This design comes from an exercise in tuning for small area and a short achievable clock period on the open sky130 flow, not from production work. Only simulation tests tie the RTL to the original design; equivalence was not proved. The flow treats the clock pin as an ideal source, which a real chip does not have.

==> flow/design.v <==
package life_pkg;
    localparam int unsigned KEY_W = 3;
    typedef enum logic [KEY_W-1:0] {
        KEY_NONE  = 3'd0,
        KEY_UP    = 3'd1,
        KEY_DOWN  = 3'd2,
        KEY_LEFT  = 3'd3,
        KEY_RIGHT = 3'd4,
        KEY_FLIP  = 3'd5,
        KEY_NEXT  = 3'd6,
        KEY_RUN   = 3'd7
    } key_e;
    function automatic logic [15:0] life_row(input logic [15:0] a, input logic [15:0] m,
                                             input logic [15:0] b);
        logic [1:0] v [16];
        logic [2:0] h [16];
        logic [2:0] s;
        for (int j = 0; j < 16; j++) v[j] = {1'b0, a[j]} + {1'b0, m[j]} + {1'b0, b[j]};
        for (int j = 0; j < 16; j++) h[j] = {1'b0, v[j]} + {1'b0, v[(j + 1) % 16]};
        for (int j = 0; j < 16; j++) begin
            s = h[(j + 15) % 16] + {1'b0, v[(j + 1) % 16]};
            life_row[j] = (s == 3'd3) || (m[j] && (s == 3'd4));
        end
    endfunction
endpackage
module life_data (
    input  logic        clk,
    input  logic        reset,
    input  logic        install,    
    input  logic        first,      
    input  logic        first_in,   
    input  logic        flip_en,
    input  logic [3:0]  flip_d,     
    input  logic [3:0]  flip_x,
    output logic [15:0] disp_row    
);
    logic [15:0][15:0] brd;         
    logic [15:0]       new_row;     
    logic [15:0]       first_new;   
    logic [15:0]       col_sel;
    assign col_sel  = flip_en ? (16'b1 << flip_x) : 16'b0;
    assign disp_row = brd[15];
    always_ff @(posedge clk or negedge reset) begin
        if (!reset) begin
            brd <= '0;
        end else begin
            for (int i = 0; i < 16; i++) begin
                if (i == 14 && install) begin
                    brd[i] <= new_row;
                end else if (i == 15 && first_in) begin
                    brd[i] <= first_new;
                end else begin
                    brd[i] <= brd[(i + 1) % 16]
                            ^ ((i % 2 == 1 && flip_d == 4'((i + 1) % 16)) ? col_sel : 16'b0);
                end
            end
        end
    end
    always_ff @(posedge clk) begin
        new_row <= life_pkg::life_row(brd[15], brd[0], brd[1]);
        if (first) begin
            first_new <= new_row;
        end
    end
endmodule
module life #(
    parameter int unsigned X         = 16,
    parameter int unsigned Y         = 16,
    parameter int unsigned LOG2X     = 4,
    parameter int unsigned LOG2Y     = 4,
    parameter int unsigned HIGH_BITS = 10
) (
    input  logic             clk,
    input  logic             reset,
    input  logic [life_pkg::KEY_W-1:0] keys,
    output logic [Y-1:0]     row,
    output logic [X-1:0]     col
);
    life_pkg::key_e       key_c;
    life_pkg::key_e       key_q;      
    logic                 sweep;      
    logic                 swap;       
    logic                 swap_q;     
    logic                 install_c;  
    logic [7:0]           k;          
    logic [LOG2X-1:0]     cx;         
    logic [LOG2Y-1:0]     cd;         
    logic                 flip_wait;  
    logic                 flip_c;
    logic                 run_mode;
    logic [HIGH_BITS-1:0] prescaler;
    logic                 scan_on;    
    logic             idle_c;
    logic             start_c;
    logic             edit_c;
    logic [X-1:0]     disp_row;
    assign key_c   = life_pkg::key_e'(keys);
    assign idle_c  = !sweep && !swap;
    assign start_c = idle_c && ((key_c == life_pkg::KEY_NEXT) || (run_mode && (&prescaler)));
    assign edit_c  = idle_c && (key_c != life_pkg::KEY_NEXT) && (key_c != life_pkg::KEY_RUN);
    always_ff @(posedge clk or negedge reset) begin
        if (!reset) begin
            sweep  <= 1'b0;
            swap   <= 1'b0;
            swap_q <= 1'b0;
        end else begin
            swap   <= sweep && (&k);
            swap_q <= swap;
            sweep  <= start_c || (sweep && !(&k));
        end
    end
    always_ff @(posedge clk) begin
        k <= sweep ? k + 1'b1 : 8'd0;
    end
    assign install_c = (sweep && (k[7:4] == 4'hf) && ((k[3:2] != 2'd0) || (&k[1:0]))) || swap || swap_q;
    always_ff @(posedge clk or negedge reset) begin
        if (!reset) begin
            key_q     <= life_pkg::KEY_NONE;
            flip_wait <= 1'b0;
            cx        <= '0;
            cd        <= '0;
        end else begin
            key_q     <= edit_c ? key_c : life_pkg::KEY_NONE;
            flip_wait <= flip_c && cd[0];
            cd    <= cd - 1'b1;
            case (key_q)
                life_pkg::KEY_UP:    cd <= cd - 2'd2;
                life_pkg::KEY_DOWN:  cd <= cd;
                life_pkg::KEY_LEFT:  cx <= cx - 1'b1;
                life_pkg::KEY_RIGHT: cx <= cx + 1'b1;
                default: ;
            endcase
        end
    end
    always_ff @(posedge clk or negedge reset) begin
        if (!reset) begin
            prescaler <= '0;
            run_mode  <= 1'b0;
        end else begin
            prescaler <= prescaler + 1'b1;
            if (key_c == life_pkg::KEY_RUN) begin
                run_mode <= ~run_mode;
            end
        end
    end
    always_ff @(posedge clk or negedge reset) begin
        if (!reset) begin
            scan_on <= 1'b0;
            row     <= '0;
        end else begin
            scan_on <= 1'b1;
            row     <= {row[Y-2:0], row[Y-1] | !scan_on};
        end
    end
    assign col = disp_row;
    assign flip_c = (key_q == life_pkg::KEY_FLIP) ^ flip_wait;
    life_data l_data (
        .clk      (clk),
        .reset    (reset),
        .install  (install_c),
        .first    (sweep && (k == 8'd242)),
        .first_in (swap_q),
        .flip_en  (flip_c && !cd[0]),
        .flip_d   (cd),
        .flip_x   (cx),
        .disp_row (disp_row)
    );
endmodule
export LEC_CHECK = 0
export CAP_MARGIN = 40
export CORE_MARGIN = 2
export CORE_UTILIZATION = 60
export CTS_CLUSTER_DIAMETER = 100
export CTS_CLUSTER_SIZE = 25
export SLEW_MARGIN = 40
create_clock -name core_clock -period 9.0 [get_ports {clk}]
standard.sh (not shown) runs the stock make flow with config.mk's settings and CLKGATE_MAP_FILE= SYNTH_SCRIPT=/design/flow/synth_recipe.tcl, a recipe that flattens the netlist after the stock synthesis.
==> flow/flow/run.sh <==
#!/bin/bash
# Standard layout with the port buffers a buf_2 and a tighter setup margin for repair,
# and the clock tree's root buffer removed after clock tree synthesis.
set -euo pipefail
ARGS=(SETUP_SLACK_MARGIN=6.2 "BUFFER_PORTS_ARGS=-buffer_cell sky130_fd_sc_hd__buf_2")
bash standard.sh "${ARGS[@]}" cts > flow_to_cts.log 2>&1
UNROOT_ODB=orfs/results/sky130hd/life/base/4_cts.odb openroad -no_init -exit flow/unroot.tcl > unroot.log 2>&1
bash standard.sh "${ARGS[@]}" finish > flow_to_finish.log 2>&1
==> flow/flow/unroot.tcl <==
# Remove the clock tree's root buffer: the clock port then drives the tree's first-level
# buffers (two) directly, one buffer less on every register's clock path.
set odb_file $::env(UNROOT_ODB)
read_db $odb_file
set block [ord::get_db_block]
set clk_net [$block findNet clk]
set root ""
foreach iterm [$clk_net getITerms] {
    if {[$iterm isInputSignal]} {
        set root [$iterm getInst]
    }
}
if {$root == "" || [llength [$clk_net getITerms]] != 1} {
    puts "unroot: clock port does not drive a single root buffer; layout left as it is"
    exit 0
}
set out_net [[$root findITerm X] getNet]
set loads [$out_net getITerms]
puts "unroot: root [$root getName] drives [expr {[llength $loads] - 1}] buffers"
if {[llength $loads] - 1 > 4} {
    puts "unroot: too many first-level buffers; layout left as it is"
    exit 0
}
foreach iterm $loads {
    if {[$iterm getInst] != $root} {
        $iterm disconnect
        $iterm connect $clk_net
    }
}
[$root findITerm A] disconnect
[$root findITerm X] disconnect
odb::dbInst_destroy $root
odb::dbNet_destroy $out_net
write_db $odb_file
puts "unroot: done"
The baseline completed without violations.
Next try:
--- a/flow/design.v
+++ b/flow/design.v
@@ -24,10 +24,11 @@
     endfunction
 endpackage
 module life_data (
     input  logic        clk,
     input  logic        reset,
+    input  logic        clearing,   
     input  logic        install,    
     input  logic        first,      
     input  logic        first_in,   
     input  logic        flip_en,
     input  logic [3:0]  flip_d,     
@@ -40,21 +41,26 @@
     logic [15:0]       col_sel;
     assign col_sel  = flip_en ? (16'b1 << flip_x) : 16'b0;
     assign disp_row = brd[15];
     always_ff @(posedge clk or negedge reset) begin
         if (!reset) begin
-            brd <= '0;
+            brd[15] <= '0;
+        end else if (first_in) begin
+            brd[15] <= first_new;
         end else begin
-            for (int i = 0; i < 16; i++) begin
-                if (i == 14 && install) begin
-                    brd[i] <= new_row;
-                end else if (i == 15 && first_in) begin
-                    brd[i] <= first_new;
-                end else begin
-                    brd[i] <= brd[(i + 1) % 16]
-                            ^ ((i % 2 == 1 && flip_d == 4'((i + 1) % 16)) ? col_sel : 16'b0);
-                end
+            brd[15] <= (clearing ? 16'b0 : brd[0]) ^ ((flip_d == 4'd0) ? col_sel : 16'b0);
+        end
+    end
+    always_ff @(posedge clk) begin
+        for (int i = 0; i < 15; i++) begin
+            if (i == 14 && install) begin
+                brd[i] <= new_row;
+            end else if (i % 2 == 1) begin
+                brd[i] <= (clearing ? 16'b0 : brd[i + 1])
+                        ^ ((flip_d == 4'(i + 1)) ? col_sel : 16'b0);
+            end else begin
+                brd[i] <= brd[i + 1];
             end
         end
     end
     always_ff @(posedge clk) begin
         new_row <= life_pkg::life_row(brd[15], brd[0], brd[1]);
@@ -88,10 +94,11 @@
     logic                 flip_wait;  
     logic                 flip_c;
     logic                 run_mode;
     logic [HIGH_BITS-1:0] prescaler;
     logic                 scan_on;    
+    logic                 scan_on2;   
     logic             idle_c;
     logic             start_c;
     logic             edit_c;
     logic [X-1:0]     disp_row;
     assign key_c   = life_pkg::key_e'(keys);
@@ -143,22 +150,25 @@
             end
         end
     end
     always_ff @(posedge clk or negedge reset) begin
         if (!reset) begin
-            scan_on <= 1'b0;
-            row     <= '0;
+            scan_on  <= 1'b0;
+            scan_on2 <= 1'b0;
+            row      <= '0;
         end else begin
-            scan_on <= 1'b1;
+            scan_on  <= 1'b1;
+            scan_on2 <= scan_on;
             row     <= {row[Y-2:0], row[Y-1] | !scan_on};
         end
     end
     assign col = disp_row;
     assign flip_c = (key_q == life_pkg::KEY_FLIP) ^ flip_wait;
     life_data l_data (
         .clk      (clk),
         .reset    (reset),
+        .clearing (!scan_on2),
         .install  (install_c),
         .first    (sweep && (k == 8'd242)),
         .first_in (swap_q),
         .flip_en  (flip_c && !cd[0]),
         .flip_d   (cd),
After rerunning:
- setup slack barely changes
- worst hold slack degrades by 0.010 ns
- sequential share of layout area decreases by 5.0 points
- final area is lower by 5.3%
- clock skew fell by 0.0089 ns
- area after synthesis falls by 3.6%

-- what the ideal ports hide --
How much do the figures lean on ideal ports? The routed layouts below were timed once more, with nothing changed but the port constraints. Step 1 sets driving cells, clkbuf_16 on the clock port and buf_2 on the other inputs (assumed; they add their load-dependent delay and slew). Step 2 adds t to the input delays and takes it off the output delays; t is the mean of the earliest and latest rising clock arrival at the registers after step 1. Input paths then give back, and output paths get back, about the clock's delay inside the block. Slacks: ideal ports / drivers / drivers and shift; pairs: ideal ports / drivers.
| run | t, ns | setup WS [ns] | hold WS [ns] | clock arrival spread, ns | pins driven straight from the clock port |
|---|---|---|---|---|---|
| the first run | 0.434 | 6.228 / 6.169 / 5.998 | 0.337 / 0.337 / 0.337 | 0.026 / 0.026 | 2 |
| the second run | 0.426 | 6.227 / 6.166 / 6.361 | 0.327 / 0.327 / 0.327 | 0.017 / 0.016 | 2 |
After both steps every run listed still meets setup and hold. The setup slack of the first run, which loses most, moves by -0.059 ns with the drivers and by -0.230 ns with both steps. Setup slack includes reset recovery checks.
